What follows belongs to an exercise in optimizing a design on an open flow for small area, a short achievable clock period and few clock cycles per item; a production flow would make more cautious choices. Only simulation tests tie the RTL to the original design; equivalence was not proved. Power figures rest on the tool's default switching activity, not on a simulated workload.

$ cat flow/flow/run.sh
#!/bin/bash
# The standard layout, with plain buffers (not delay cells) on the ports.
set -euo pipefail
bash standard.sh BUFFER_PORTS_ARGS="-buffer_cell sky130_fd_sc_hd__buf_4" finish > flow_make.log 2>&1
$ cat flow/standard.sh
#!/bin/bash
# synth_recipe.tcl (not shown) runs the flow's synth.tcl, then flattens the netlist and writes it again
# the make line also repeats each setting of config.mk as NAME=value (left out here)
make -C /OpenROAD-flow-scripts/flow DESIGN_CONFIG=/design/flow/config.mk WORK_HOME=/design/flow/orfs CLKGATE_MAP_FILE= SYNTH_SCRIPT=/design/flow/synth_recipe.tcl "${@:-finish}"
$ cat flow/config.mk
export PLATFORM = sky130hd
export DESIGN_NAME = matvec3
export DESIGN_NICKNAME = matvec3
export VERILOG_FILES = /design/flow/design.v
export SDC_FILE = /design/flow/constraint.sdc
export NUM_CORES = 4
export LEC_CHECK = 0
export CAP_MARGIN = 20
export CORE_MARGIN = 2
export CORE_UTILIZATION = 40
export SETUP_SLACK_MARGIN = 5
export SLEW_MARGIN = 20
$ cat flow/constraint.sdc
create_clock -name core_clock -period 8.5 [get_ports {clk}]
set_input_delay 1.7000 -clock core_clock [delete_from_list [all_inputs] [get_ports {clk}]]
set_output_delay 1.7000 -clock core_clock [all_outputs]
set_load 0.01 [all_outputs]
$ cat flow/design.v
package matvec_dims_pkg;
    localparam int MAT_DIM   = 3;
    localparam int MAT_WORDS = MAT_DIM * MAT_DIM;
    localparam int JOB_WORDS = MAT_WORDS + MAT_DIM;    
    localparam int SAMPLE_W = 14;
    localparam int ACC_W    = 2 * SAMPLE_W;            
    typedef logic signed [SAMPLE_W-1:0] sample_t;
    typedef logic signed [ACC_W-1:0] acc_t;
    typedef logic [3:0] w_addr_t;                      
    typedef logic [1:0] x_addr_t;                      
    typedef logic [3:0] load_count_t;
endpackage
package matvec_ctrl_pkg;
    typedef enum logic [1:0] {
        LOAD    = 2'd0,
        ISSUE   = 2'd1,
        DRAIN   = 2'd2,
        PRESENT = 2'd3
    } seq_state_t;
    localparam int READ_LATENCY = 1;
endpackage
`timescale 1ns/1ps
module mac_unit (
    input  logic [13:0] a,        
    input  logic [6:0]  one,      
    input  logic [6:0]  two,      
    input  logic [6:0]  neg,      
    input  logic        v,        
    input  logic [27:0] acc_s,    
    input  logic [27:0] acc_c,
    output logic [27:0] s,        
    output logic [27:0] c
);
    logic pp0_0;
    logic pp0_1;
    logic pp0_2;
    logic pp0_3;
    logic pp0_4;
    logic pp0_5;
    logic pp0_6;
    logic pp0_7;
    logic pp0_8;
    logic pp0_9;
    logic pp0_10;
    logic pp0_11;
    logic pp0_12;
    logic pp0_13;
    logic pp0_14;
    logic pp1_0;
    logic pp1_1;
    logic pp1_2;
    logic pp1_3;
    logic pp1_4;
    logic pp1_5;
    logic pp1_6;
    logic pp1_7;
    logic pp1_8;
    logic pp1_9;
    logic pp1_10;
    logic pp1_11;
    logic pp1_12;
    logic pp1_13;
    logic pp1_14;
    logic pp2_0;
    logic pp2_1;
    logic pp2_2;
    logic pp2_3;
    logic pp2_4;
    logic pp2_5;
    logic pp2_6;
    logic pp2_7;
    logic pp2_8;
    logic pp2_9;
    logic pp2_10;
    logic pp2_11;
    logic pp2_12;
    logic pp2_13;
    logic pp2_14;
    logic pp3_0;
    logic pp3_1;
    logic pp3_2;
    logic pp3_3;
    logic pp3_4;
    logic pp3_5;
    logic pp3_6;
    logic pp3_7;
    logic pp3_8;
    logic pp3_9;
    logic pp3_10;
    logic pp3_11;
    logic pp3_12;
    logic pp3_13;
    logic pp3_14;
    logic pp4_0;
    logic pp4_1;
    logic pp4_2;
    logic pp4_3;
    logic pp4_4;
    logic pp4_5;
    logic pp4_6;
    logic pp4_7;
    logic pp4_8;
    logic pp4_9;
    logic pp4_10;
    logic pp4_11;
    logic pp4_12;
    logic pp4_13;
    logic pp4_14;
    logic pp5_0;
    logic pp5_1;
    logic pp5_2;
    logic pp5_3;
    logic pp5_4;
    logic pp5_5;
    logic pp5_6;
    logic pp5_7;
    logic pp5_8;
    logic pp5_9;
    logic pp5_10;
    logic pp5_11;
    logic pp5_12;
    logic pp5_13;
    logic pp5_14;
    logic pp6_0;
    logic pp6_1;
    logic pp6_2;
    logic pp6_3;
    logic pp6_4;
    logic pp6_5;
    logic pp6_6;
    logic pp6_7;
    logic pp6_8;
    logic pp6_9;
    logic pp6_10;
    logic pp6_11;
    logic pp6_12;
    logic pp6_13;
    logic pp6_14;
    logic hs0;
    logic hc0;
    logic hs1;
    logic hc1;
    logic hs2;
    logic hc2;
    logic hs3;
    logic hc3;
    logic hs4;
    logic hc4;
    logic fs5;
    logic fc5;
    logic hs6;
    logic hc6;
    logic fs7;
    logic fc7;
    logic hs8;
    logic hc8;
    logic fs9;
    logic fc9;
    logic fs10;
    logic fc10;
    logic hs11;
    logic hc11;
    logic fs12;
    logic fc12;
    logic fs13;
    logic fc13;
    logic hs14;
    logic hc14;
    logic fs15;
    logic fc15;
    logic fs16;
    logic fc16;
    logic fs17;
    logic fc17;
    logic fs18;
    logic fc18;
    logic fs19;
    logic fc19;
    logic fs20;
    logic fc20;
    logic fs21;
    logic fc21;
    logic fs22;
    logic fc22;
    logic fs23;
    logic fc23;
    logic fs24;
    logic fc24;
    logic fs25;
    logic fc25;
    logic fs26;
    logic fc26;
    logic fs27;
    logic fc27;
    logic fs28;
    logic fc28;
    logic hs29;
    logic hc29;
    logic fs30;
    logic fc30;
    logic fs31;
    logic fc31;
    logic fs32;
    logic fc32;
    logic hs33;
    logic hc33;
    logic fs34;
    logic fc34;
    logic hs35;
    logic hc35;
    logic hs36;
    logic hc36;
    logic hs37;
    logic hc37;
    logic fs38;
    logic fc38;
    logic hs39;
    logic hc39;
    logic fs40;
    logic fc40;
    logic hs41;
    logic hc41;
    logic fs42;
    logic fc42;
    logic fs43;
    logic fc43;
    logic fs44;
    logic fc44;
    logic fs45;
    logic fc45;
    logic fs46;
    logic fc46;
    logic fs47;
    logic fc47;
    logic fs48;
    logic fc48;
    logic fs49;
    logic fc49;
    logic fs50;
    logic fc50;
    logic fs51;
    logic fc51;
    logic fs52;
    logic fc52;
    logic fs53;
    logic fc53;
    logic fs54;
    logic fc54;
    logic fs55;
    logic fc55;
    logic fs56;
    logic fc56;
    logic fs57;
    logic fc57;
    logic fs58;
    logic fc58;
    logic fs59;
    logic fc59;
    logic fs60;
    logic fc60;
    logic fs61;
    logic fc61;
    logic fs62;
    logic fc62;
    logic fs63;
    logic fc63;
    logic fs64;
    logic fc64;
    logic fs65;
    logic fc65;
    logic fs66;
    logic fc66;
    logic fs67;
    logic fc67;
    logic fs68;
    logic fc68;
    logic fs69;
    logic fc69;
    logic fs70;
    logic fc70;
    logic fs71;
    logic fc71;
    logic fs72;
    logic fc72;
    logic fs73;
    logic fc73;
    logic fs74;
    logic fc74;
    logic hs75;
    logic hc75;
    logic fs76;
    logic fc76;
    logic hs77;
    logic hc77;
    logic hs78;
    logic hc78;
    logic hs79;
    logic hc79;
    logic fs80;
    logic fc80;
    logic fs81;
    logic fc81;
    logic fs82;
    logic fc82;
    logic fs83;
    logic fc83;
    logic fs84;
    logic fc84;
    logic fs85;
    logic fc85;
    logic fs86;
    logic fc86;
    logic fs87;
    logic fc87;
    logic fs88;
    logic fc88;
    logic fs89;
    logic fc89;
    logic fs90;
    logic fc90;
    logic fs91;
    logic fc91;
    logic fs92;
    logic fc92;
    logic fs93;
    logic fc93;
    logic fs94;
    logic fc94;
    logic fs95;
    logic fc95;
    logic fs96;
    logic fc96;
    logic fs97;
    logic fc97;
    logic fs98;
    logic fc98;
    logic fs99;
    logic fc99;
    logic fs100;
    logic fc100;
    logic fs101;
    logic fc101;
    logic fs102;
    logic fc102;
    logic fs103;
    logic fc103;
    logic hs104;
    logic hc104;
    logic hs105;
    logic hc105;
    logic fs106;
    logic fc106;
    logic fs107;
    logic fc107;
    logic fs108;
    logic fc108;
    logic fs109;
    logic fc109;
    logic fs110;
    logic fc110;
    logic fs111;
    logic fc111;
    logic fs112;
    logic fc112;
    logic fs113;
    logic fc113;
    logic fs114;
    logic fc114;
    logic fs115;
    logic fc115;
    logic fs116;
    logic fc116;
    logic fs117;
    logic fc117;
    logic fs118;
    logic fc118;
    logic fs119;
    logic fc119;
    logic fs120;
    logic fc120;
    logic fs121;
    logic fc121;
    logic fs122;
    logic fc122;
    logic fs123;
    logic fc123;
    logic fs124;
    logic fc124;
    logic fs125;
    logic fc125;
    logic fs126;
    logic fc126;
    logic fs127;
    logic fc127;
    logic fs128;
    logic fc128;
    logic fs129;
    logic fc129;
    logic fs130;
    logic fc130;
    logic fs131;
    logic fc131;
    logic fs132;
    logic fc132;
    assign pp0_0 = neg[0] ^ ((one[0] & a[0]) | (two[0] & 1'b0));
    assign pp0_1 = neg[0] ^ ((one[0] & a[1]) | (two[0] & a[0]));
    assign pp0_2 = neg[0] ^ ((one[0] & a[2]) | (two[0] & a[1]));
    assign pp0_3 = neg[0] ^ ((one[0] & a[3]) | (two[0] & a[2]));
    assign pp0_4 = neg[0] ^ ((one[0] & a[4]) | (two[0] & a[3]));
    assign pp0_5 = neg[0] ^ ((one[0] & a[5]) | (two[0] & a[4]));
    assign pp0_6 = neg[0] ^ ((one[0] & a[6]) | (two[0] & a[5]));
    assign pp0_7 = neg[0] ^ ((one[0] & a[7]) | (two[0] & a[6]));
    assign pp0_8 = neg[0] ^ ((one[0] & a[8]) | (two[0] & a[7]));
    assign pp0_9 = neg[0] ^ ((one[0] & a[9]) | (two[0] & a[8]));
    assign pp0_10 = neg[0] ^ ((one[0] & a[10]) | (two[0] & a[9]));
    assign pp0_11 = neg[0] ^ ((one[0] & a[11]) | (two[0] & a[10]));
    assign pp0_12 = neg[0] ^ ((one[0] & a[12]) | (two[0] & a[11]));
    assign pp0_13 = neg[0] ^ ((one[0] & a[13]) | (two[0] & a[12]));
    assign pp0_14 = v & ~(neg[0] ^ ((one[0] & a[13]) | (two[0] & a[13])));    
    assign pp1_0 = neg[1] ^ ((one[1] & a[0]) | (two[1] & 1'b0));
    assign pp1_1 = neg[1] ^ ((one[1] & a[1]) | (two[1] & a[0]));
    assign pp1_2 = neg[1] ^ ((one[1] & a[2]) | (two[1] & a[1]));
    assign pp1_3 = neg[1] ^ ((one[1] & a[3]) | (two[1] & a[2]));
    assign pp1_4 = neg[1] ^ ((one[1] & a[4]) | (two[1] & a[3]));
    assign pp1_5 = neg[1] ^ ((one[1] & a[5]) | (two[1] & a[4]));
    assign pp1_6 = neg[1] ^ ((one[1] & a[6]) | (two[1] & a[5]));
    assign pp1_7 = neg[1] ^ ((one[1] & a[7]) | (two[1] & a[6]));
    assign pp1_8 = neg[1] ^ ((one[1] & a[8]) | (two[1] & a[7]));
    assign pp1_9 = neg[1] ^ ((one[1] & a[9]) | (two[1] & a[8]));
    assign pp1_10 = neg[1] ^ ((one[1] & a[10]) | (two[1] & a[9]));
    assign pp1_11 = neg[1] ^ ((one[1] & a[11]) | (two[1] & a[10]));
    assign pp1_12 = neg[1] ^ ((one[1] & a[12]) | (two[1] & a[11]));
    assign pp1_13 = neg[1] ^ ((one[1] & a[13]) | (two[1] & a[12]));
    assign pp1_14 = v & ~(neg[1] ^ ((one[1] & a[13]) | (two[1] & a[13])));    
    assign pp2_0 = neg[2] ^ ((one[2] & a[0]) | (two[2] & 1'b0));
    assign pp2_1 = neg[2] ^ ((one[2] & a[1]) | (two[2] & a[0]));
    assign pp2_2 = neg[2] ^ ((one[2] & a[2]) | (two[2] & a[1]));
    assign pp2_3 = neg[2] ^ ((one[2] & a[3]) | (two[2] & a[2]));
    assign pp2_4 = neg[2] ^ ((one[2] & a[4]) | (two[2] & a[3]));
    assign pp2_5 = neg[2] ^ ((one[2] & a[5]) | (two[2] & a[4]));
    assign pp2_6 = neg[2] ^ ((one[2] & a[6]) | (two[2] & a[5]));
    assign pp2_7 = neg[2] ^ ((one[2] & a[7]) | (two[2] & a[6]));
    assign pp2_8 = neg[2] ^ ((one[2] & a[8]) | (two[2] & a[7]));
    assign pp2_9 = neg[2] ^ ((one[2] & a[9]) | (two[2] & a[8]));
    assign pp2_10 = neg[2] ^ ((one[2] & a[10]) | (two[2] & a[9]));
    assign pp2_11 = neg[2] ^ ((one[2] & a[11]) | (two[2] & a[10]));
    assign pp2_12 = neg[2] ^ ((one[2] & a[12]) | (two[2] & a[11]));
    assign pp2_13 = neg[2] ^ ((one[2] & a[13]) | (two[2] & a[12]));
    assign pp2_14 = v & ~(neg[2] ^ ((one[2] & a[13]) | (two[2] & a[13])));    
    assign pp3_0 = neg[3] ^ ((one[3] & a[0]) | (two[3] & 1'b0));
    assign pp3_1 = neg[3] ^ ((one[3] & a[1]) | (two[3] & a[0]));
    assign pp3_2 = neg[3] ^ ((one[3] & a[2]) | (two[3] & a[1]));
    assign pp3_3 = neg[3] ^ ((one[3] & a[3]) | (two[3] & a[2]));
    assign pp3_4 = neg[3] ^ ((one[3] & a[4]) | (two[3] & a[3]));
    assign pp3_5 = neg[3] ^ ((one[3] & a[5]) | (two[3] & a[4]));
    assign pp3_6 = neg[3] ^ ((one[3] & a[6]) | (two[3] & a[5]));
    assign pp3_7 = neg[3] ^ ((one[3] & a[7]) | (two[3] & a[6]));
    assign pp3_8 = neg[3] ^ ((one[3] & a[8]) | (two[3] & a[7]));
    assign pp3_9 = neg[3] ^ ((one[3] & a[9]) | (two[3] & a[8]));
    assign pp3_10 = neg[3] ^ ((one[3] & a[10]) | (two[3] & a[9]));
    assign pp3_11 = neg[3] ^ ((one[3] & a[11]) | (two[3] & a[10]));
    assign pp3_12 = neg[3] ^ ((one[3] & a[12]) | (two[3] & a[11]));
    assign pp3_13 = neg[3] ^ ((one[3] & a[13]) | (two[3] & a[12]));
    assign pp3_14 = v & ~(neg[3] ^ ((one[3] & a[13]) | (two[3] & a[13])));    
    assign pp4_0 = neg[4] ^ ((one[4] & a[0]) | (two[4] & 1'b0));
    assign pp4_1 = neg[4] ^ ((one[4] & a[1]) | (two[4] & a[0]));
    assign pp4_2 = neg[4] ^ ((one[4] & a[2]) | (two[4] & a[1]));
    assign pp4_3 = neg[4] ^ ((one[4] & a[3]) | (two[4] & a[2]));
    assign pp4_4 = neg[4] ^ ((one[4] & a[4]) | (two[4] & a[3]));
    assign pp4_5 = neg[4] ^ ((one[4] & a[5]) | (two[4] & a[4]));
    assign pp4_6 = neg[4] ^ ((one[4] & a[6]) | (two[4] & a[5]));
    assign pp4_7 = neg[4] ^ ((one[4] & a[7]) | (two[4] & a[6]));
    assign pp4_8 = neg[4] ^ ((one[4] & a[8]) | (two[4] & a[7]));
    assign pp4_9 = neg[4] ^ ((one[4] & a[9]) | (two[4] & a[8]));
    assign pp4_10 = neg[4] ^ ((one[4] & a[10]) | (two[4] & a[9]));
    assign pp4_11 = neg[4] ^ ((one[4] & a[11]) | (two[4] & a[10]));
    assign pp4_12 = neg[4] ^ ((one[4] & a[12]) | (two[4] & a[11]));
    assign pp4_13 = neg[4] ^ ((one[4] & a[13]) | (two[4] & a[12]));
    assign pp4_14 = v & ~(neg[4] ^ ((one[4] & a[13]) | (two[4] & a[13])));    
    assign pp5_0 = neg[5] ^ ((one[5] & a[0]) | (two[5] & 1'b0));
    assign pp5_1 = neg[5] ^ ((one[5] & a[1]) | (two[5] & a[0]));
    assign pp5_2 = neg[5] ^ ((one[5] & a[2]) | (two[5] & a[1]));
    assign pp5_3 = neg[5] ^ ((one[5] & a[3]) | (two[5] & a[2]));
    assign pp5_4 = neg[5] ^ ((one[5] & a[4]) | (two[5] & a[3]));
    assign pp5_5 = neg[5] ^ ((one[5] & a[5]) | (two[5] & a[4]));
    assign pp5_6 = neg[5] ^ ((one[5] & a[6]) | (two[5] & a[5]));
    assign pp5_7 = neg[5] ^ ((one[5] & a[7]) | (two[5] & a[6]));
    assign pp5_8 = neg[5] ^ ((one[5] & a[8]) | (two[5] & a[7]));
    assign pp5_9 = neg[5] ^ ((one[5] & a[9]) | (two[5] & a[8]));
    assign pp5_10 = neg[5] ^ ((one[5] & a[10]) | (two[5] & a[9]));
    assign pp5_11 = neg[5] ^ ((one[5] & a[11]) | (two[5] & a[10]));
    assign pp5_12 = neg[5] ^ ((one[5] & a[12]) | (two[5] & a[11]));
    assign pp5_13 = neg[5] ^ ((one[5] & a[13]) | (two[5] & a[12]));
    assign pp5_14 = v & ~(neg[5] ^ ((one[5] & a[13]) | (two[5] & a[13])));    
    assign pp6_0 = neg[6] ^ ((one[6] & a[0]) | (two[6] & 1'b0));
    assign pp6_1 = neg[6] ^ ((one[6] & a[1]) | (two[6] & a[0]));
    assign pp6_2 = neg[6] ^ ((one[6] & a[2]) | (two[6] & a[1]));
    assign pp6_3 = neg[6] ^ ((one[6] & a[3]) | (two[6] & a[2]));
    assign pp6_4 = neg[6] ^ ((one[6] & a[4]) | (two[6] & a[3]));
    assign pp6_5 = neg[6] ^ ((one[6] & a[5]) | (two[6] & a[4]));
    assign pp6_6 = neg[6] ^ ((one[6] & a[6]) | (two[6] & a[5]));
    assign pp6_7 = neg[6] ^ ((one[6] & a[7]) | (two[6] & a[6]));
    assign pp6_8 = neg[6] ^ ((one[6] & a[8]) | (two[6] & a[7]));
    assign pp6_9 = neg[6] ^ ((one[6] & a[9]) | (two[6] & a[8]));
    assign pp6_10 = neg[6] ^ ((one[6] & a[10]) | (two[6] & a[9]));
    assign pp6_11 = neg[6] ^ ((one[6] & a[11]) | (two[6] & a[10]));
    assign pp6_12 = neg[6] ^ ((one[6] & a[12]) | (two[6] & a[11]));
    assign pp6_13 = neg[6] ^ ((one[6] & a[13]) | (two[6] & a[12]));
    assign pp6_14 = v & ~(neg[6] ^ ((one[6] & a[13]) | (two[6] & a[13])));    
    assign hs0 = neg[6] ^ acc_c[12];
    assign hc0 = neg[6] & acc_c[12];
    assign hs1 = acc_c[13] ^ acc_s[13];
    assign hc1 = acc_c[13] & acc_s[13];
    assign hs2 = acc_c[14] ^ acc_s[14];
    assign hc2 = acc_c[14] & acc_s[14];
    assign hs3 = neg[3] ^ acc_c[6];
    assign hc3 = neg[3] & acc_c[6];
    assign hs4 = acc_c[7] ^ acc_s[7];
    assign hc4 = acc_c[7] & acc_s[7];
    assign fs5 = neg[4] ^ acc_c[8] ^ acc_s[8];
    assign fc5 = (neg[4] & acc_c[8]) | (neg[4] & acc_s[8]) | (acc_c[8] & acc_s[8]);
    assign hs6 = pp0_8 ^ pp1_6;
    assign hc6 = pp0_8 & pp1_6;
    assign fs7 = acc_c[9] ^ acc_s[9] ^ pp0_9;
    assign fc7 = (acc_c[9] & acc_s[9]) | (acc_c[9] & pp0_9) | (acc_s[9] & pp0_9);
    assign hs8 = pp1_7 ^ pp2_5;
    assign hc8 = pp1_7 & pp2_5;
    assign fs9 = neg[5] ^ acc_c[10] ^ acc_s[10];
    assign fc9 = (neg[5] & acc_c[10]) | (neg[5] & acc_s[10]) | (acc_c[10] & acc_s[10]);
    assign fs10 = pp0_10 ^ pp1_8 ^ pp2_6;
    assign fc10 = (pp0_10 & pp1_8) | (pp0_10 & pp2_6) | (pp1_8 & pp2_6);
    assign hs11 = pp3_4 ^ pp4_2;
    assign hc11 = pp3_4 & pp4_2;
    assign fs12 = acc_c[11] ^ acc_s[11] ^ pp0_11;
    assign fc12 = (acc_c[11] & acc_s[11]) | (acc_c[11] & pp0_11) | (acc_s[11] & pp0_11);
    assign fs13 = pp1_9 ^ pp2_7 ^ pp3_5;
    assign fc13 = (pp1_9 & pp2_7) | (pp1_9 & pp3_5) | (pp2_7 & pp3_5);
    assign hs14 = pp4_3 ^ pp5_1;
    assign hc14 = pp4_3 & pp5_1;
    assign fs15 = acc_s[12] ^ hs0 ^ pp0_12;
    assign fc15 = (acc_s[12] & hs0) | (acc_s[12] & pp0_12) | (hs0 & pp0_12);
    assign fs16 = pp1_10 ^ pp2_8 ^ pp3_6;
    assign fc16 = (pp1_10 & pp2_8) | (pp1_10 & pp3_6) | (pp2_8 & pp3_6);
    assign fs17 = pp4_4 ^ pp5_2 ^ pp6_0;
    assign fc17 = (pp4_4 & pp5_2) | (pp4_4 & pp6_0) | (pp5_2 & pp6_0);
    assign fs18 = hc0 ^ hs1 ^ pp0_13;
    assign fc18 = (hc0 & hs1) | (hc0 & pp0_13) | (hs1 & pp0_13);
    assign fs19 = pp1_11 ^ pp2_9 ^ pp3_7;
    assign fc19 = (pp1_11 & pp2_9) | (pp1_11 & pp3_7) | (pp2_9 & pp3_7);
    assign fs20 = pp4_5 ^ pp5_3 ^ pp6_1;
    assign fc20 = (pp4_5 & pp5_3) | (pp4_5 & pp6_1) | (pp5_3 & pp6_1);
    assign fs21 = hc1 ^ hs2 ^ pp0_14;
    assign fc21 = (hc1 & hs2) | (hc1 & pp0_14) | (hs2 & pp0_14);
    assign fs22 = pp1_12 ^ pp2_10 ^ pp3_8;
    assign fc22 = (pp1_12 & pp2_10) | (pp1_12 & pp3_8) | (pp2_10 & pp3_8);
    assign fs23 = pp4_6 ^ pp5_4 ^ pp6_2;
    assign fc23 = (pp4_6 & pp5_4) | (pp4_6 & pp6_2) | (pp5_4 & pp6_2);
    assign fs24 = acc_c[15] ^ acc_s[15] ^ hc2;
    assign fc24 = (acc_c[15] & acc_s[15]) | (acc_c[15] & hc2) | (acc_s[15] & hc2);
    assign fs25 = pp1_13 ^ pp2_11 ^ pp3_9;
    assign fc25 = (pp1_13 & pp2_11) | (pp1_13 & pp3_9) | (pp2_11 & pp3_9);
    assign fs26 = pp4_7 ^ pp5_5 ^ pp6_3;
    assign fc26 = (pp4_7 & pp5_5) | (pp4_7 & pp6_3) | (pp5_5 & pp6_3);
    assign fs27 = acc_c[16] ^ acc_s[16] ^ pp1_14;
    assign fc27 = (acc_c[16] & acc_s[16]) | (acc_c[16] & pp1_14) | (acc_s[16] & pp1_14);
    assign fs28 = pp2_12 ^ pp3_10 ^ pp4_8;
    assign fc28 = (pp2_12 & pp3_10) | (pp2_12 & pp4_8) | (pp3_10 & pp4_8);
    assign hs29 = pp5_6 ^ pp6_4;
    assign hc29 = pp5_6 & pp6_4;
    assign fs30 = acc_c[17] ^ acc_s[17] ^ pp2_13;
    assign fc30 = (acc_c[17] & acc_s[17]) | (acc_c[17] & pp2_13) | (acc_s[17] & pp2_13);
    assign fs31 = pp3_11 ^ pp4_9 ^ pp5_7;
    assign fc31 = (pp3_11 & pp4_9) | (pp3_11 & pp5_7) | (pp4_9 & pp5_7);
    assign fs32 = acc_c[18] ^ acc_s[18] ^ pp2_14;
    assign fc32 = (acc_c[18] & acc_s[18]) | (acc_c[18] & pp2_14) | (acc_s[18] & pp2_14);
    assign hs33 = pp3_12 ^ pp4_10;
    assign hc33 = pp3_12 & pp4_10;
    assign fs34 = acc_c[19] ^ acc_s[19] ^ pp3_13;
    assign fc34 = (acc_c[19] & acc_s[19]) | (acc_c[19] & pp3_13) | (acc_s[19] & pp3_13);
    assign hs35 = acc_c[20] ^ acc_s[20];
    assign hc35 = acc_c[20] & acc_s[20];
    assign hs36 = neg[1] ^ acc_c[2];
    assign hc36 = neg[1] & acc_c[2];
    assign hs37 = acc_c[3] ^ acc_s[3];
    assign hc37 = acc_c[3] & acc_s[3];
    assign fs38 = neg[2] ^ acc_c[4] ^ acc_s[4];
    assign fc38 = (neg[2] & acc_c[4]) | (neg[2] & acc_s[4]) | (acc_c[4] & acc_s[4]);
    assign hs39 = pp0_4 ^ pp1_2;
    assign hc39 = pp0_4 & pp1_2;
    assign fs40 = acc_c[5] ^ acc_s[5] ^ pp0_5;
    assign fc40 = (acc_c[5] & acc_s[5]) | (acc_c[5] & pp0_5) | (acc_s[5] & pp0_5);
    assign hs41 = pp1_3 ^ pp2_1;
    assign hc41 = pp1_3 & pp2_1;
    assign fs42 = acc_s[6] ^ hs3 ^ pp0_6;
    assign fc42 = (acc_s[6] & hs3) | (acc_s[6] & pp0_6) | (hs3 & pp0_6);
    assign fs43 = pp1_4 ^ pp2_2 ^ pp3_0;
    assign fc43 = (pp1_4 & pp2_2) | (pp1_4 & pp3_0) | (pp2_2 & pp3_0);
    assign fs44 = hc3 ^ hs4 ^ pp0_7;
    assign fc44 = (hc3 & hs4) | (hc3 & pp0_7) | (hs4 & pp0_7);
    assign fs45 = pp1_5 ^ pp2_3 ^ pp3_1;
    assign fc45 = (pp1_5 & pp2_3) | (pp1_5 & pp3_1) | (pp2_3 & pp3_1);
    assign fs46 = hc4 ^ pp2_4 ^ pp3_2;
    assign fc46 = (hc4 & pp2_4) | (hc4 & pp3_2) | (pp2_4 & pp3_2);
    assign fs47 = pp4_0 ^ fs5 ^ hs6;
    assign fc47 = (pp4_0 & fs5) | (pp4_0 & hs6) | (fs5 & hs6);
    assign fs48 = pp3_3 ^ pp4_1 ^ fc5;
    assign fc48 = (pp3_3 & pp4_1) | (pp3_3 & fc5) | (pp4_1 & fc5);
    assign fs49 = hc6 ^ hs8 ^ fs7;
    assign fc49 = (hc6 & hs8) | (hc6 & fs7) | (hs8 & fs7);
    assign fs50 = pp5_0 ^ fs9 ^ hc8;
    assign fc50 = (pp5_0 & fs9) | (pp5_0 & hc8) | (fs9 & hc8);
    assign fs51 = hs11 ^ fc7 ^ fs10;
    assign fc51 = (hs11 & fc7) | (hs11 & fs10) | (fc7 & fs10);
    assign fs52 = fc9 ^ hc11 ^ hs14;
    assign fc52 = (fc9 & hc11) | (fc9 & hs14) | (hc11 & hs14);
    assign fs53 = fc10 ^ fs12 ^ fs13;
    assign fc53 = (fc10 & fs12) | (fc10 & fs13) | (fs12 & fs13);
    assign fs54 = hc14 ^ fc12 ^ fc13;
    assign fc54 = (hc14 & fc12) | (hc14 & fc13) | (fc12 & fc13);
    assign fs55 = fs15 ^ fs16 ^ fs17;
    assign fc55 = (fs15 & fs16) | (fs15 & fs17) | (fs16 & fs17);
    assign fs56 = fc15 ^ fc16 ^ fc17;
    assign fc56 = (fc15 & fc16) | (fc15 & fc17) | (fc16 & fc17);
    assign fs57 = fs18 ^ fs19 ^ fs20;
    assign fc57 = (fs18 & fs19) | (fs18 & fs20) | (fs19 & fs20);
    assign fs58 = fc18 ^ fc19 ^ fc20;
    assign fc58 = (fc18 & fc19) | (fc18 & fc20) | (fc19 & fc20);
    assign fs59 = fs21 ^ fs22 ^ fs23;
    assign fc59 = (fs21 & fs22) | (fs21 & fs23) | (fs22 & fs23);
    assign fs60 = fc21 ^ fc22 ^ fc23;
    assign fc60 = (fc21 & fc22) | (fc21 & fc23) | (fc22 & fc23);
    assign fs61 = fs24 ^ fs25 ^ fs26;
    assign fc61 = (fs24 & fs25) | (fs24 & fs26) | (fs25 & fs26);
    assign fs62 = hs29 ^ fc24 ^ fc25;
    assign fc62 = (hs29 & fc24) | (hs29 & fc25) | (fc24 & fc25);
    assign fs63 = fc26 ^ fs27 ^ fs28;
    assign fc63 = (fc26 & fs27) | (fc26 & fs28) | (fs27 & fs28);
    assign fs64 = pp6_5 ^ hc29 ^ fc27;
    assign fc64 = (pp6_5 & hc29) | (pp6_5 & fc27) | (hc29 & fc27);
    assign fs65 = fc28 ^ fs30 ^ fs31;
    assign fc65 = (fc28 & fs30) | (fc28 & fs31) | (fs30 & fs31);
    assign fs66 = pp5_8 ^ pp6_6 ^ hs33;
    assign fc66 = (pp5_8 & pp6_6) | (pp5_8 & hs33) | (pp6_6 & hs33);
    assign fs67 = fc30 ^ fc31 ^ fs32;
    assign fc67 = (fc30 & fc31) | (fc30 & fs32) | (fc31 & fs32);
    assign fs68 = pp4_11 ^ pp5_9 ^ pp6_7;
    assign fc68 = (pp4_11 & pp5_9) | (pp4_11 & pp6_7) | (pp5_9 & pp6_7);
    assign fs69 = hc33 ^ fc32 ^ fs34;
    assign fc69 = (hc33 & fc32) | (hc33 & fs34) | (fc32 & fs34);
    assign fs70 = hs35 ^ pp3_14 ^ pp4_12;
    assign fc70 = (hs35 & pp3_14) | (hs35 & pp4_12) | (pp3_14 & pp4_12);
    assign fs71 = pp5_10 ^ pp6_8 ^ fc34;
    assign fc71 = (pp5_10 & pp6_8) | (pp5_10 & fc34) | (pp6_8 & fc34);
    assign fs72 = acc_c[21] ^ acc_s[21] ^ hc35;
    assign fc72 = (acc_c[21] & acc_s[21]) | (acc_c[21] & hc35) | (acc_s[21] & hc35);
    assign fs73 = pp4_13 ^ pp5_11 ^ pp6_9;
    assign fc73 = (pp4_13 & pp5_11) | (pp4_13 & pp6_9) | (pp5_11 & pp6_9);
    assign fs74 = acc_c[22] ^ acc_s[22] ^ pp4_14;
    assign fc74 = (acc_c[22] & acc_s[22]) | (acc_c[22] & pp4_14) | (acc_s[22] & pp4_14);
    assign hs75 = pp5_12 ^ pp6_10;
    assign hc75 = pp5_12 & pp6_10;
    assign fs76 = acc_c[23] ^ acc_s[23] ^ pp5_13;
    assign fc76 = (acc_c[23] & acc_s[23]) | (acc_c[23] & pp5_13) | (acc_s[23] & pp5_13);
    assign hs77 = acc_c[24] ^ acc_s[24];
    assign hc77 = acc_c[24] & acc_s[24];
    assign hs78 = neg[0] ^ acc_c[0];
    assign hc78 = neg[0] & acc_c[0];
    assign hs79 = acc_c[1] ^ acc_s[1];
    assign hc79 = acc_c[1] & acc_s[1];
    assign fs80 = acc_s[2] ^ hs36 ^ pp0_2;
    assign fc80 = (acc_s[2] & hs36) | (acc_s[2] & pp0_2) | (hs36 & pp0_2);
    assign fs81 = hc36 ^ hs37 ^ pp0_3;
    assign fc81 = (hc36 & hs37) | (hc36 & pp0_3) | (hs37 & pp0_3);
    assign fs82 = hc37 ^ pp2_0 ^ fs38;
    assign fc82 = (hc37 & pp2_0) | (hc37 & fs38) | (pp2_0 & fs38);
    assign fs83 = fc38 ^ hc39 ^ hs41;
    assign fc83 = (fc38 & hc39) | (fc38 & hs41) | (hc39 & hs41);
    assign fs84 = hc41 ^ fc40 ^ fs42;
    assign fc84 = (hc41 & fc40) | (hc41 & fs42) | (fc40 & fs42);
    assign fs85 = fc42 ^ fc43 ^ fs44;
    assign fc85 = (fc42 & fc43) | (fc42 & fs44) | (fc43 & fs44);
    assign fs86 = fc44 ^ fc45 ^ fs46;
    assign fc86 = (fc44 & fc45) | (fc44 & fs46) | (fc45 & fs46);
    assign fs87 = fc46 ^ fs48 ^ fc47;
    assign fc87 = (fc46 & fs48) | (fc46 & fc47) | (fs48 & fc47);
    assign fs88 = fc48 ^ fs50 ^ fc49;
    assign fc88 = (fc48 & fs50) | (fc48 & fc49) | (fs50 & fc49);
    assign fs89 = fc50 ^ fs52 ^ fc51;
    assign fc89 = (fc50 & fs52) | (fc50 & fc51) | (fs52 & fc51);
    assign fs90 = fc52 ^ fc53 ^ fs54;
    assign fc90 = (fc52 & fc53) | (fc52 & fs54) | (fc53 & fs54);
    assign fs91 = fc54 ^ fc55 ^ fs56;
    assign fc91 = (fc54 & fc55) | (fc54 & fs56) | (fc55 & fs56);
    assign fs92 = fc56 ^ fc57 ^ fs58;
    assign fc92 = (fc56 & fc57) | (fc56 & fs58) | (fc57 & fs58);
    assign fs93 = fc58 ^ fc59 ^ fs60;
    assign fc93 = (fc58 & fc59) | (fc58 & fs60) | (fc59 & fs60);
    assign fs94 = fc60 ^ fc61 ^ fs62;
    assign fc94 = (fc60 & fc61) | (fc60 & fs62) | (fc61 & fs62);
    assign fs95 = fc62 ^ fc63 ^ fs64;
    assign fc95 = (fc62 & fc63) | (fc62 & fs64) | (fc63 & fs64);
    assign fs96 = fs66 ^ fc64 ^ fc65;
    assign fc96 = (fs66 & fc64) | (fs66 & fc65) | (fc64 & fc65);
    assign fs97 = fs68 ^ fc66 ^ fc67;
    assign fc97 = (fs68 & fc66) | (fs68 & fc67) | (fc66 & fc67);
    assign fs98 = fc68 ^ fs70 ^ fc69;
    assign fc98 = (fc68 & fs70) | (fc68 & fc69) | (fs70 & fc69);
    assign fs99 = fc70 ^ fs72 ^ fs73;
    assign fc99 = (fc70 & fs72) | (fc70 & fs73) | (fs72 & fs73);
    assign fs100 = hs75 ^ fc72 ^ fc73;
    assign fc100 = (hs75 & fc72) | (hs75 & fc73) | (fc72 & fc73);
    assign fs101 = pp6_11 ^ hc75 ^ fc74;
    assign fc101 = (pp6_11 & hc75) | (pp6_11 & fc74) | (hc75 & fc74);
    assign fs102 = hs77 ^ pp5_14 ^ pp6_12;
    assign fc102 = (hs77 & pp5_14) | (hs77 & pp6_12) | (pp5_14 & pp6_12);
    assign fs103 = acc_c[25] ^ acc_s[25] ^ hc77;
    assign fc103 = (acc_c[25] & acc_s[25]) | (acc_c[25] & hc77) | (acc_s[25] & hc77);
    assign hs104 = acc_c[26] ^ acc_s[26];
    assign hc104 = acc_c[26] & acc_s[26];
    assign hs105 = acc_s[0] ^ hs78;
    assign hc105 = acc_s[0] & hs78;
    assign fs106 = hc78 ^ hs79 ^ pp0_1;
    assign fc106 = (hc78 & hs79) | (hc78 & pp0_1) | (hs79 & pp0_1);
    assign fs107 = hc79 ^ pp1_0 ^ fs80;
    assign fc107 = (hc79 & pp1_0) | (hc79 & fs80) | (pp1_0 & fs80);
    assign fs108 = pp1_1 ^ fc80 ^ fs81;
    assign fc108 = (pp1_1 & fc80) | (pp1_1 & fs81) | (fc80 & fs81);
    assign fs109 = hs39 ^ fc81 ^ fs82;
    assign fc109 = (hs39 & fc81) | (hs39 & fs82) | (fc81 & fs82);
    assign fs110 = fs40 ^ fc82 ^ fs83;
    assign fc110 = (fs40 & fc82) | (fs40 & fs83) | (fc82 & fs83);
    assign fs111 = fs43 ^ fc83 ^ fs84;
    assign fc111 = (fs43 & fc83) | (fs43 & fs84) | (fc83 & fs84);
    assign fs112 = fs45 ^ fc84 ^ fs85;
    assign fc112 = (fs45 & fc84) | (fs45 & fs85) | (fc84 & fs85);
    assign fs113 = fs47 ^ fc85 ^ fs86;
    assign fc113 = (fs47 & fc85) | (fs47 & fs86) | (fc85 & fs86);
    assign fs114 = fc86 ^ fs49 ^ fs87;
    assign fc114 = (fc86 & fs49) | (fc86 & fs87) | (fs49 & fs87);
    assign fs115 = fs51 ^ fc87 ^ fs88;
    assign fc115 = (fs51 & fc87) | (fs51 & fs88) | (fc87 & fs88);
    assign fs116 = fs53 ^ fc88 ^ fs89;
    assign fc116 = (fs53 & fc88) | (fs53 & fs89) | (fc88 & fs89);
    assign fs117 = fs55 ^ fc89 ^ fs90;
    assign fc117 = (fs55 & fc89) | (fs55 & fs90) | (fc89 & fs90);
    assign fs118 = fs57 ^ fc90 ^ fs91;
    assign fc118 = (fs57 & fc90) | (fs57 & fs91) | (fc90 & fs91);
    assign fs119 = fs59 ^ fc91 ^ fs92;
    assign fc119 = (fs59 & fc91) | (fs59 & fs92) | (fc91 & fs92);
    assign fs120 = fs61 ^ fc92 ^ fs93;
    assign fc120 = (fs61 & fc92) | (fs61 & fs93) | (fc92 & fs93);
    assign fs121 = fs63 ^ fc93 ^ fs94;
    assign fc121 = (fs63 & fc93) | (fs63 & fs94) | (fc93 & fs94);
    assign fs122 = fs65 ^ fc94 ^ fs95;
    assign fc122 = (fs65 & fc94) | (fs65 & fs95) | (fc94 & fs95);
    assign fs123 = fs67 ^ fc95 ^ fs96;
    assign fc123 = (fs67 & fc95) | (fs67 & fs96) | (fc95 & fs96);
    assign fs124 = fs69 ^ fc96 ^ fs97;
    assign fc124 = (fs69 & fc96) | (fs69 & fs97) | (fc96 & fs97);
    assign fs125 = fs71 ^ fc97 ^ fs98;
    assign fc125 = (fs71 & fc97) | (fs71 & fs98) | (fc97 & fs98);
    assign fs126 = fc71 ^ fs99 ^ fc98;
    assign fc126 = (fc71 & fs99) | (fc71 & fc98) | (fs99 & fc98);
    assign fs127 = fs74 ^ fc99 ^ fs100;
    assign fc127 = (fs74 & fc99) | (fs74 & fs100) | (fc99 & fs100);
    assign fs128 = fs76 ^ fc100 ^ fs101;
    assign fc128 = (fs76 & fc100) | (fs76 & fs101) | (fc100 & fs101);
    assign fs129 = fc76 ^ fs102 ^ fc101;
    assign fc129 = (fc76 & fs102) | (fc76 & fc101) | (fs102 & fc101);
    assign fs130 = pp6_13 ^ fc102 ^ fs103;
    assign fc130 = (pp6_13 & fc102) | (pp6_13 & fs103) | (fc102 & fs103);
    assign fs131 = hs104 ^ pp6_14 ^ fc103;
    assign fc131 = (hs104 & pp6_14) | (hs104 & fc103) | (pp6_14 & fc103);
    assign fs132 = acc_c[27] ^ acc_s[27] ^ hc104;
    assign fc132 = (acc_c[27] & acc_s[27]) | (acc_c[27] & hc104) | (acc_s[27] & hc104);
    assign s[0] = pp0_0;
    assign c[0] = hs105;
    assign s[1] = hc105;
    assign c[1] = fs106;
    assign s[2] = fc106;
    assign c[2] = fs107;
    assign s[3] = fc107;
    assign c[3] = fs108;
    assign s[4] = fc108;
    assign c[4] = fs109;
    assign s[5] = fc109;
    assign c[5] = fs110;
    assign s[6] = fc110;
    assign c[6] = fs111;
    assign s[7] = fc111;
    assign c[7] = fs112;
    assign s[8] = fc112;
    assign c[8] = fs113;
    assign s[9] = fc113;
    assign c[9] = fs114;
    assign s[10] = fc114;
    assign c[10] = fs115;
    assign s[11] = fc115;
    assign c[11] = fs116;
    assign s[12] = fc116;
    assign c[12] = fs117;
    assign s[13] = fc117;
    assign c[13] = fs118;
    assign s[14] = fc118;
    assign c[14] = fs119;
    assign s[15] = fc119;
    assign c[15] = fs120;
    assign s[16] = fc120;
    assign c[16] = fs121;
    assign s[17] = fc121;
    assign c[17] = fs122;
    assign s[18] = fc122;
    assign c[18] = fs123;
    assign s[19] = fc123;
    assign c[19] = fs124;
    assign s[20] = fc124;
    assign c[20] = fs125;
    assign s[21] = fc125;
    assign c[21] = fs126;
    assign s[22] = fs127;
    assign c[22] = fc126;
    assign s[23] = fc127;
    assign c[23] = fs128;
    assign s[24] = fc128;
    assign c[24] = fs129;
    assign s[25] = fs130;
    assign c[25] = fc129;
    assign s[26] = fc130;
    assign c[26] = fs131;
    assign s[27] = fs132;
    assign c[27] = fc131;
endmodule
`timescale 1ns/1ps
module matvec3 (
    input  logic                     clk,
    input  logic                     reset,
    input  logic                     input_valid,
    output logic                     input_ready,
    input  matvec_dims_pkg::sample_t input_data,
    output logic                     output_valid,
    input  logic                     output_ready,
    output matvec_dims_pkg::acc_t    output_data
);
    typedef matvec_dims_pkg::sample_t sample_t;
    typedef matvec_dims_pkg::acc_t    acc_t;
    logic [3:0]  ph;
    sample_t     ring [0:11];
    logic [3:0]  lp;             
    logic        ahead;          
    logic [1:0]  cr, ck;         
    logic [3:0]  cp;             
    logic        due;            
    logic [2:0]  xv;             
    logic        ready_q;
    logic [6:0]  one_q, two_q, neg_q;    
    logic        m_v, m_first, m_last;
    acc_t        acc_s, acc_c;   
    acc_t        sum_s, sum_c;
    logic        acc_done;       
    acc_t        out_q;
    logic        out_v;
    logic        in_fire;
    logic        issue;
    logic        transfer;
    assign input_ready  = ready_q;
    assign output_valid = out_v;
    assign output_data  = out_q;
    assign in_fire  = input_valid && ready_q;
    assign transfer = acc_done && !out_v;
    assign issue = due && xv[ck] && ((ck != 2'd0) || !out_v);
    logic [3:0] ph_n;
    logic [1:0] cr_i, ck_i;
    logic [3:0] cp_i;
    logic       last_p;          
    logic [3:0] lp_inc;
    logic       due_i, due_ni;
    logic       rdy_f_i, rdy_f_ni, rdy_nf_i, rdy_nf_ni;
    function automatic logic slot_free(input logic ahd, input logic [3:0] w, input logic [3:0] c);
        if (!ahd)
            slot_free = 1'b1;
        else if (w < 4'd9)
            slot_free = (c > w);
        else
            slot_free = (c > w - 4'd3);
    endfunction
    always_comb begin
        ph_n   = (ph == 4'd11) ? 4'd0 : ph + 4'd1;
        last_p = (cp == 4'd8);
        cp_i   = last_p ? 4'd0 : cp + 4'd1;
        ck_i   = (ck == 2'd2) ? 2'd0 : ck + 2'd1;
        cr_i   = (ck != 2'd2) ? cr : ((cr == 2'd2) ? 2'd0 : cr + 2'd1);
        due_i  = !last_p;
        due_ni = (ph == ((cp >= 4'd3) ? cp - 4'd3 : cp + 4'd9));
        lp_inc = (lp == 4'd11) ? 4'd0 : lp + 4'd1;
        rdy_f_i   = slot_free((lp == 4'd11) ? 1'b1 : (last_p ? 1'b0 : ahead), lp_inc, cp_i);
        rdy_f_ni  = slot_free((lp == 4'd11) ? 1'b1 : ahead, lp_inc, cp);
        rdy_nf_i  = (ph_n == lp) && slot_free(last_p ? 1'b0 : ahead, lp, cp_i);
        rdy_nf_ni = (ph_n == lp) && slot_free(ahead, lp, cp);
    end
    always_ff @(posedge clk) begin
        if (reset) begin
            ph       <= 4'd0;
            lp       <= '0;
            ahead    <= 1'b0;
            cr       <= '0;
            ck       <= '0;
            cp       <= '0;
            due      <= 1'b0;
            xv       <= '0;
            ready_q  <= 1'b1;
            m_v      <= 1'b0;
            acc_done <= 1'b0;
            out_v    <= 1'b0;
        end else begin
            ph <= ph_n;
            if (in_fire) begin
                lp <= lp_inc;
                ready_q <= issue ? rdy_f_i : rdy_f_ni;
            end else begin
                ready_q <= issue ? rdy_nf_i : rdy_nf_ni;
            end
            if (in_fire && lp == 4'd11)
                ahead <= 1'b1;
            else if (issue && last_p)
                ahead <= 1'b0;
            if (issue) begin
                cr <= cr_i;
                ck <= ck_i;
                cp <= cp_i;
            end
            due <= issue ? due_i : due_ni;
            for (int k = 0; k < 3; k++) begin
                if (in_fire && ph == 4'(9 + k))
                    xv[k] <= 1'b1;
                else if (issue && cr == 2'd2 && ck == 2'(k))
                    xv[k] <= 1'b0;
            end
            m_v <= issue;
            if (m_v && m_last)
                acc_done <= 1'b1;
            else if (transfer)
                acc_done <= 1'b0;
            if (transfer)
                out_v <= 1'b1;
            else if (output_ready)
                out_v <= 1'b0;
        end
    end
    sample_t    x_op;
    logic [6:0] x_lo;            
    always_comb begin
        case (cr)
            2'd0:    x_op = ring[0];
            2'd1:    x_op = ring[3];
            default: x_op = ring[6];
        endcase
    end
    assign x_lo = {x_op[11], x_op[9], x_op[7], x_op[5], x_op[3], x_op[1], 1'b0};
    always_ff @(posedge clk) begin
        ring[0] <= in_fire ? input_data : ring[11];
        for (int i = 1; i < 12; i++)
            ring[i] <= ring[i-1];
        for (int i = 0; i < 7; i++) begin
            one_q[i] <= issue && (x_op[2*i] ^ x_lo[i]);
            two_q[i] <= issue && ((x_op[2*i+1] && !x_op[2*i] && !x_lo[i]) ||
                                  (!x_op[2*i+1] && x_op[2*i] && x_lo[i]));
            neg_q[i] <= issue && x_op[2*i+1];
        end
        m_first <= issue && (ck == 2'd0);
        m_last  <= issue && (ck == 2'd2);
        acc_s <= sum_s;
        acc_c <= sum_c;
        if (transfer)
            out_q <= acc_s + acc_c;
    end
    mac_unit mac_unit_i (
        .a     (ring[10]),
        .one   (one_q),
        .two   (two_q),
        .neg   (neg_q),
        .v     (m_v),
        .acc_s (m_first ? acc_t'(28'h0004000) : acc_s),
        .acc_c (m_first ? acc_t'(0) : acc_c),
        .s     (sum_s),
        .c     (sum_c)
    );
endmodule
==> results of run 1 <==
-- cell families after synthesis --
family,synth area share
multiplexers,0.02064
flip-flops,0.4215
AND/OR/NAND/NOR,0.08424
adder cells (fa/ha/maj),0.2242
buffers and inverters,0.04816
XOR/XNOR,0.08634
AO/OA/AOI/OAI,0.1149
-- where the power goes --
part	internal, W	leakage, nW	switching (W)
clock network	0.000981	0.601	0.000586
registers	0.00156	2.53	0.0000998
logic	0.0000775	3.94	0.0000852
-- registers in the layout (all words and copies together), names as in the netlist, 2 cells and up --
signal and flops:
acc_c 28, acc_s 28, ck 2, cp 4
cr 2, lp 4, neg_q 7, one_q 7
out_q 28, ph 4, ring 168, two_q 7
xv 3
-- cell type report --
type,instances,share of cell area
Multi-Input combinational cell,884,0.4693
Sequential cell,300,0.3732
Clock buffer,47,0.05880
Tap cell,468,0.03470
Inverter,123,0.02736
Timing Repair Buffer,50,0.02247
Clock inverter,13,0.01424
-- cell usage in the layout (no fill, tap or decap), types with 6 or more instances in the layout --
| cell | count |
|---|---|
| nand2b_1 | 18 |
| a31oi_1 | 7 |
| xor2_1 | 55 |
| nor2b_1 | 53 |
| a21o_1 | 9 |
| xnor2_1 | 92 |
| nand2_1 | 53 |
| a22oi_1 | 93 |
| o21ai_0 | 35 |
| mux2i_1 | 15 |
| nand3_1 | 8 |
| nor3_1 | 11 |
| nand3b_1 | 6 |
| clkbuf_16 | 36 |
| clkbuf_1 | 6 |
| dfxtp_1 | 263 |
| inv_1 | 122 |
| o21a_1 | 7 |
| ha_1 | 88 |
| buf_4 | 49 |
| fa_1 | 111 |
| edfxtp_1 | 28 |
| nor2_1 | 71 |
| a21oi_1 | 71 |
| dfxtp_2 | 9 |
| and2_1 | 7 |
| mux2_2 | 14 |
-- what timing repair did --
| action | 4_1_cts | 5_1_grt |
|---|---|---|
| hold endpoints to repair | 0 | 0 |
| setup endpoints to repair | 0 | 6 |
| resized for setup | 0 | 10 |
-- worst paths after layout --
kind / start / endpoint / slack, ps / cells past startpoint
hold / removal: ring[7][13] / ring[8][13] / 320 / 0
setup reg to reg: neg_q[3] / acc_c[14] / 5150 / 6
setup / recovery: neg_q[3] / acc_c[14] / 5150 / 6
hold reg to reg: ring[7][13] / ring[8][13] / 320 / 0
-- layer usage --
metal | track usage | vias to the layer above | routed length (um)
li1 | - | 4622 | -
met1 | 0.2334 | 4492 | 14580
met3 | 0.03176 | 64 | 1620
met4 | 0.06015 | 0 | 849
met5 | 0 | - | 0
met2 | 0.2491 | 227 | 13290
-- critical path, delay by kind of cell, from the launching register on --
family / cells / cell delay, ps
buffers and inverters: 1 / 50
flip-flops: 1 / 1030
adder cells (fa/ha/maj): 4 / 1910
XOR/XNOR: 1 / 240
-- per-stage QoR --
stage | hold slack (ps) | power (W) | worst slack [ps]
2_1_floorplan | 309.6 | 0.001779 | 5217
3_3_place_gp | 309.8 | 0.001844 | 5071
3_5_place_dp | 312.1 | 0.001852 | 5041
4_1_cts | 325.1 | 0.003440 | 5090
5_1_grt | 326.4 | 0.003540 | 4997
6_report | 322.9 | 0.003391 | 5150
==> qor.txt, run 1 <==
Static Leak: 7.067 nW
Port Buffer Count: 47
Cell accounting for the most synthesized area: dfxtp_1
Minimum clock period: 3350 ps
CTS sink count: 300
Util after Layout: 0.4598
Worst Setup Start Kind: flip-flop
Maximum clock rate: 298.5 MHz
DRT antenna net count: 0
Via-to-Cell Ratio: 4.989
CP Class: reg2reg
Rows: 70
Clk buf depth: 3
Flops & latches, synth: 300
FFs w/ async S/R, synth: 0
Period utilisation layout: 0.3942
Worst-margin pin slew: 1083 ps
Area delta synth->final: 13.16%
Setup violations, final: 0
TritonCTS Buffers: 34
Gpl congestion: 0.8886
CP Max Fanout: 16
Final wirelength: 30.34 mm
Non-filler cells, final: 1885
WL/cell: 16.10 um
Syn nets: 1590
Crit. End Element: flip-flop
Most common cell in the synthesized netlist: dfxtp_1
Max Cap Viol: 0
Dpl cells: 1825
Reg area: 6297 sq um
Clock skew: 18.14 ps
DP Area: 15630 sq um
Most frequent CP cell: fa_1
Worst path slowest cell: dfxtp_1
Total Nets Final: 1610
Core area: 36700 sq um
Final setup TNS: 0 ps
Grt ovf: 0
Post-synth EDFFs: 28
Slowest stage delay, CP: 1030 ps
Register area share after synthesis: 0.4215
Worst Hold Class: reg2reg
Max_slew headroom: 0.2771
Fin area: 16870 sq um
Initial DRC Count: 459
Final slew viol count: 0
Vert. Die Dim: 197.1 um
Clk Latency, worst-skew pair: 530 ps
YS warnings: 3
Hold buffers post-CTS: 0
Synth Flop Type: dfxtp_1
Critical path required time: 8890 ps
Vias: 9405
Area contributors post-synth: dfxtp_1 (37%), fa_1 (15%), ha_1 (7.4%)
H-tree depth: 2
Multi-input gate area: 7919 sq um
I/O pin count: 48
Residual DRC: 0
Cells after Synth: 1373
Clock transition at path regs: 60 ps
CTS tree: built
Top-area cell type share of the netlist area: 0.3652
Largest net degree at the start of global routing: 56
Detail Placement HPWL: 21.96 mm
Share of layout cells above drive strength 1: 0.1016
Final hold viol count: 0
Post-synth top cells: dfxtp_1 (272), inv_1 (122), fa_1 (111)
DIE WIDTH: 197.1 um
Post-Syn Area: 14910 sq um
Antenna violations before repair: 0
Post-CTS setup buffer count: 0
Final-layout fill cell count: 3394
ANT cells: 0
Tot GR Track Use: 0.1642
Initial core utilization: 0.4063
Die ar.: 38840 sq um
Avg Cell Area, Syn: 10.86 sq um
PwrDens: 201.0 nW/um^2
Crit-path cells: xor2_1 > fa_1 > fa_1 > fa_1 > inv_1 > fa_1
CTS root buf: clkbuf_16
Status: timing/DRC/antenna clean
Worst vdd ir: 0.1820 mV
Yosys cell types: 57
RSZ-0062 raised after global routing: true
Vias in the first global route: 9587
First-pass GRT wire length: 51.03 mm
Drt pass-1 iters: 5
Worst EP arrival: 3740 ps
Testbench counts, summed over its fixed seeds: cycles 4,688, jobs 384.
==> run 2: changes to the inputs <==
==> flow/flow/run.sh (replaced) <==
#!/bin/bash
# The standard layout, with plain buffers (not delay cells) on the ports.
set -euo pipefail
bash standard.sh BUFFER_PORTS_ARGS="-buffer_cell sky130_fd_sc_hd__buf_2" finish > flow_make.log 2>&1
--- a/flow/config.mk
+++ b/flow/config.mk
@@ -9,4 +9,7 @@
 export CORE_MARGIN = 2
 export CORE_UTILIZATION = 40
+export CTS_BUF_LIST = sky130_fd_sc_hd__clkbuf_8
+export CTS_CLUSTER_DIAMETER = 50
+export CTS_CLUSTER_SIZE = 16
 export SETUP_SLACK_MARGIN = 5
 export SLEW_MARGIN = 20
==> qor.txt, run 2 <==
Status: timing/DRC/antenna clean
Number of flip-flops in the largest register: 168
CP Class: reg2reg
Top-area cell type share of the netlist area: 0.3652
Area contributors post-synth: dfxtp_1 (37%), fa_1 (15%), ha_1 (7.4%)
Clock skew: 31.59 ps
CP Max Fanout: 15
Synth Flop Type: dfxtp_1
Final wirelength: 30.11 mm
Drt pass-1 iters: 5
PwrDens: 172.8 nW/um^2
FFs w/ async S/R, synth: 0
Post-synth top cells: dfxtp_1 (272), inv_1 (122), fa_1 (111)
Worst path slowest cell: dfxtp_1
Yosys cell types: 57
Worst Setup Start Kind: flip-flop
Largest net degree at the start of global routing: 56
Crit-path cells: o21ai_0 > xor2_1 > and2_1 > fa_1 > inv_1 > fa_1 > fa_1 > inv_1 > fa_1
TritonCTS Buffers: 31
Syn nets: 1590
CTS tree: built
Final slew viol count: 0
Max_slew headroom: 0.2883
Period utilisation layout: 0.3953
Maximum clock rate: 297.6 MHz
DIE WIDTH: 197.1 um
Final setup TNS: 0 ps
Clk buf depth: 3
CTS root buf: clkbuf_8
Worst Path Buf+Inv: 2
Commonest non-fill, non-tap cells in the layout: dfxtp_1 (269), inv_1 (124), fa_1 (111), a22oi_1 (93), xnor2_1 (92)
First-pass GRT wire length: 49.75 mm
Largest Register: ring
Clk Latency, worst-skew pair: 610 ps
Minimum clock period: 3360 ps
Worst EP arrival: 3830 ps
Hold buffers post-CTS: 0
Worst Hold Class: reg2reg
Vias: 9393
Vias in the first global route: 9627
Port Buffer Count: 47
Gpl congestion: 0.8570
Die ar.: 38840 sq um
Post-synth EDFFs: 28
Worst-margin pin slew: 1066 ps
Register area share after synthesis: 0.4215
Tot GR Track Use: 0.1584
Antenna violations before repair: 0
Setup violations, final: 0
Static Leak: 6.787 nW
Final-layout fill cell count: 3435
Via-to-Cell Ratio: 5.002
Total Nets Final: 1608
H-tree depth: 1
Vert. Die Dim: 197.1 um
Non-filler cells, final: 1878
Grt ovf: 0
Core area: 36700 sq um
Clock transition at path regs: 90 ps
Dpl cells: 1826
ANT cells: 0
Critical path required time: 8970 ps
Initial core utilization: 0.4063
Final hold viol count: 0
Max Cap Viol: 0
Commonest non-fill, non-tap cell in the layout: dfxtp_1
Crit path max-delay family: adder cells
Residual DRC: 0
YS warnings: 3
Crit. End Element: flip-flop
I/O pin count: 48
Flops & latches, synth: 300
CTS sink count: 300
Avg Cell Area, Syn: 10.86 sq um
DRT antenna net count: 0
Rows: 70
Area delta synth->final: 8.692%
Slowest stage delay, CP: 700 ps
Most frequent CP cell: fa_1
Worst vdd ir: 0.1299 mV
Cell accounting for the most synthesized area: dfxtp_1
Cells after Synth: 1373
Initial DRC Count: 543
Most common cell in the synthesized netlist: dfxtp_1
Share of layout cells above drive strength 1: 0.09645
WL/cell: 16.03 um
Detail Placement HPWL: 21.89 mm
Post-Syn Area: 14910 sq um
RSZ-0062 raised after global routing: false
-- run 2: cells by family after synthesis --
logic type / after synthesis / share of synthesized area
AOI/OAI and AO/OA: 258 / 0.1149
xor gates and xnor gates: 147 / 0.08634
adders and majority gates: 201 / 0.2242
buffers and inverters: 189 / 0.04816
DFF: 300 / 0.4215
muxes: 29 / 0.02064
and+or+nand+nor: 249 / 0.08424
-- run 2: path summary, 6_finish.rpt --
kind | endpoint | cells after the start | startpoint | slack (ps)
setup / recovery | acc_c[17] | 9 | ring[10][13] | 5140
hold / removal | ring[10][12] | 0 | ring[9][12] | 320
setup reg to reg | acc_c[17] | 9 | ring[10][13] | 5140
hold reg to reg | ring[10][12] | 0 | ring[9][12] | 320
-- run 2: per-layer routing --
| metal | track usage | vias up | routed length, um |
|---|---|---|---|
| li1 | - | 4606 | - |
| met1 | 0.2271 | 4522 | 14750 |
| met2 | 0.2470 | 212 | 13150 |
| met3 | 0.02868 | 53 | 1518 |
| met4 | 0.04177 | 0 | 685 |
| met5 | 0 | - | 0 |
-- run 2: power by group --
group | internal (W) | switching (W) | total (W) | leakage (nW)
clock network | 0.000439 | 0.000544 | 0.000983 | 0.352
logic | 0.0000751 | 0.0000870 | 0.000162 | 3.91
registers | 0.00156 | 0.0000987 | 0.00166 | 2.53
total | 0.00207 | 0.000730 | 0.00280 | 6.79
-- run 2: through the flow --
step                      setup WS, ps  power (W)  hold slack, ps  utilization  cell area (sq um)
after global routing              5000   0.002939           333.5       0.4417              16210
after CTS                         5081   0.002846           322.5       0.4415              16200
after global placement            5086   0.001841           309.7       0.4228              15520
after floorplan                   5217   0.001779           309.6            -              14910
final                             5140   0.002802           321.9       0.4417              16210
after detailed placement          5020   0.001849           312.1       0.4228              15520
-- run 2: cell type report --
cell class                 instances  area (sq um)  area share
inverter                         123         461.7     0.02849
clock buffer                      31         426.7     0.02632
clock inverter                    21         256.5     0.01583
multi-input combinational        884          7919      0.4886
timing repair buffer              51         269.0     0.01660
sequential                       300          6290      0.3881
tap                              468         585.6     0.03613
-- run 2: repair_timing --
item                                    CTS  global route
gates resized for setup                   0             5
endpoints found under the setup margin    0             9
endpoints found under the hold margin     0             0
buffers inserted                          0             0
==> run 3: changes to the inputs <==
==> flow/run.sh (new file) <==
#!/bin/bash
# synth_recipe.tcl (not shown) runs the flow's synth.tcl, then flattens the netlist and writes it again
# the make line also repeats each setting of config.mk as NAME=value (left out here)
make -C /OpenROAD-flow-scripts/flow DESIGN_CONFIG=/design/flow/config.mk WORK_HOME=/design/flow/orfs CLKGATE_MAP_FILE= SYNTH_SCRIPT=/design/flow/synth_recipe.tcl finish
removed: flow/flow/run.sh
removed: flow/standard.sh
==> qor.txt, run 3 <==
Cells after Synth: 1373
Met1 global-route usage: 0.2234
Crit. End Element: primary output
Most common cell in the synthesized netlist: dfxtp_1
Final hold slack: 306.4 ps
WL/cell: 15.85 um
Met3 Resource Use GR: 0.02561
Die ar.: 38840 sq um
FFs w/ async S/R, synth: 0
Detail Placement HPWL: 21.65 mm
Area contributors post-synth: dfxtp_1 (37%), fa_1 (15%), ha_1 (7.4%)
Worst EP arrival: 1720 ps
Post-synth top cells: dfxtp_1 (272), inv_1 (122), fa_1 (111)
Avg Cell Area, Syn: 10.86 sq um
Vias: 9410
Final-layout fill cell count: 3434
PwrDens: 171.6 nW/um^2
Clk buf depth: 3
Crit-path cells: clkdlybuf4s50_1
Final setup TNS: 0 ps
Max_slew headroom: 0.3264
Drt pass-1 iters: 6
Hold depth: 0
Total Nets Final: 1610
Port Buffer Count: 47
Final hold viol count: 0
CP Class: reg2out
Commonest non-fill, non-tap cells in the layout: dfxtp_1 (258), inv_1 (122), fa_1 (111), a22oi_1 (93), xnor2_1 (92)
Met2 usage: 0.2517
RSZ-0062 raised after global routing: true
Gpl congestion: 0.8428
Setup violations, final: 0
Vias in the first global route: 9627
CTS tree: built
H-tree depth: 2
Clock skew: 52.37 ps
CP Max Fanout: 6
Final wirelength: 29.78 mm
Hold buffers post-CTS: 0
Commonest non-fill, non-tap cell in the layout: dfxtp_1
Synth Flop Type: dfxtp_1
Number of flip-flops in the largest register: 168
Residual DRC: 0
Core area: 36700 sq um
Flops & latches, synth: 300
Worst-margin pin slew: 1008 ps
Via-to-Cell Ratio: 5.008
First-pass GRT wire length: 49.68 mm
Tot GR Track Use: 0.1588
Post-Syn Area: 14910 sq um
Util after Layout: 0.4487
Pre-CTS setup slack: 4647 ps
Syn nets: 1590
Final WS setup: 5082 ps
Minimum clock period: 3418 ps
Vert. Die Dim: 197.1 um
Area delta synth->final: 10.43%
ANT cells: 0
Largest net degree at the start of global routing: 56
Max Cap Viol: 0
Worst Hold Class: reg2reg
Worst Setup Start Kind: flip-flop
Largest Register: ring
Period utilisation layout: 0.4021
Share of layout cells above drive strength 1: 0.07300
I/O pin count: 48
Top-area cell type share of the netlist area: 0.3652
Clock transition at path regs: 90 ps
Status: timing/DRC/antenna clean
Grt ovf: 0
DRT antenna net count: 0
Gr busiest metal: met2
CTS root buf: clkbuf_8
Yosys cell types: 57
DIE WIDTH: 197.1 um
Crit path max-delay family: buffers and inverters
TritonCTS Buffers: 34
Maximum clock rate: 292.6 MHz
Post-synth EDFFs: 28
Initial core utilization: 0.4063
Static Leak: 6.780 nW
Register area share after synthesis: 0.4215
Antenna violations before repair: 0
Rows: 70
Clk Latency, worst-skew pair: 550 ps
Worst Path Buf+Inv: 1
Critical path required time: 6800 ps
Worst vdd ir: 0.1033 mV
Initial DRC Count: 543
Critical path depth in cells: 1
Slowest stage delay, CP: 620 ps
Final slew viol count: 0
R2R cell count: 7
YS warnings: 3
Worst path slowest cell: clkdlybuf4s50_1
Cell accounting for the most synthesized area: dfxtp_1
CTS sink count: 300
[run 3: cell counts after synthesis]
No cell type changed its count.
[run 3: kinds of logic (layout without fill, tap and decap cells)]
group	Yosys count	in the layout	share of synthesized area
AO/OA/AOI/OAI	258	258	0.1149
XOR/XNOR	147	147	0.08634
adder cells (fa/ha/maj)	201	201	0.2242
buffers and inverters	189	227	0.04816
flip-flops	300	300	0.4215
multiplexers	29	29	0.02064
AND/OR/NAND/NOR	249	249	0.08424
[run 3: what timing repair did]
item / in CTS / in global routing
setup endpoints to repair: 0 / 12
setup buffers: 0 / 0
resized for setup: 0 / 15
[run 3: metal layers]
layer	vias to the layer above	share of wire
met5	-	0
li1	4617	-
met3	58	0.051
met2	229	0.44
met1	4506	0.48
met4	0	0.025
[run 3: metrics by stage]
stage | instance area (sq um) | power (W) | instances
final | 16470 | 0.002826 | 1879
after global routing | 16470 | 0.002963 | 1879
after CTS | 16450 | 0.002871 | 1879
after detailed placement | 15750 | 0.001854 | 1825
after global placement | 15750 | 0.001844 | 1825
after floorplan | 14910 | 0.001779 | 1373
[run 3: area by class of cell]
cell class	instances	area (sq um)	area share
Tap cell	468	585.6	0.03556
Timing Repair Buffer	50	496.7	0.03016
Clock buffer	34	467.9	0.02842
Clock inverter	20	232.7	0.01413
Inverter	123	461.7	0.02804
Sequential cell	300	6304	0.3828
Multi-Input combinational cell	884	7919	0.4809
[run 3: path summary, 6_finish.rpt]
kind         slack (ps)           end        from
max                5080  output_valid       out_v
min                 310   ring[10][6]  ring[9][6]
max reg2reg        5110     acc_c[16]    neg_q[5]
min reg2reg         310   ring[10][6]  ring[9][6]
[run 3: power by group]
part	internal [W]	switching, W
logic	0.0000794	0.0000853
registers	0.00156	0.0000983
clock network	0.000444	0.000559

## re-timing with driven ports
How much do the figures lean on ideal ports? The routed layouts below were timed once more, with nothing changed but the port constraints. Step 1 sets driving cells, clkbuf_16 on the clock port and buf_2 on the other inputs (assumed; they add their load-dependent delay and slew). Step 2 adds t to the input delays and takes it off the output delays; t is the mean of the earliest and latest rising clock arrival at the registers after step 1. Input paths then give back, and output paths get back, about the clock's delay inside the block. a / b / c = no drivers / after step 1 / after step 2; a / b = the first two.
run	t, ns	setup slack, ns	hold WS [ns]	slew at the worst register clock pin (ns)	worst slew at a driven data input, ns
run 1	0.572	5.150 / 5.150 / 5.102	0.323 / 0.323 / 0.323	0.06 / 0.06	0.03
run 2	0.646	5.140 / 5.140 / 5.052	0.322 / 0.322 / 0.322	0.09 / 0.09	0.03
run 3	0.575	5.082 / 5.035 / 4.703	0.306 / 0.306 / 0.306	0.09 / 0.09	0.04
After both steps every run listed still meets setup and hold. The setup slack of run 3, which loses most, moves by -0.047 ns with the drivers and by -0.379 ns with both steps.
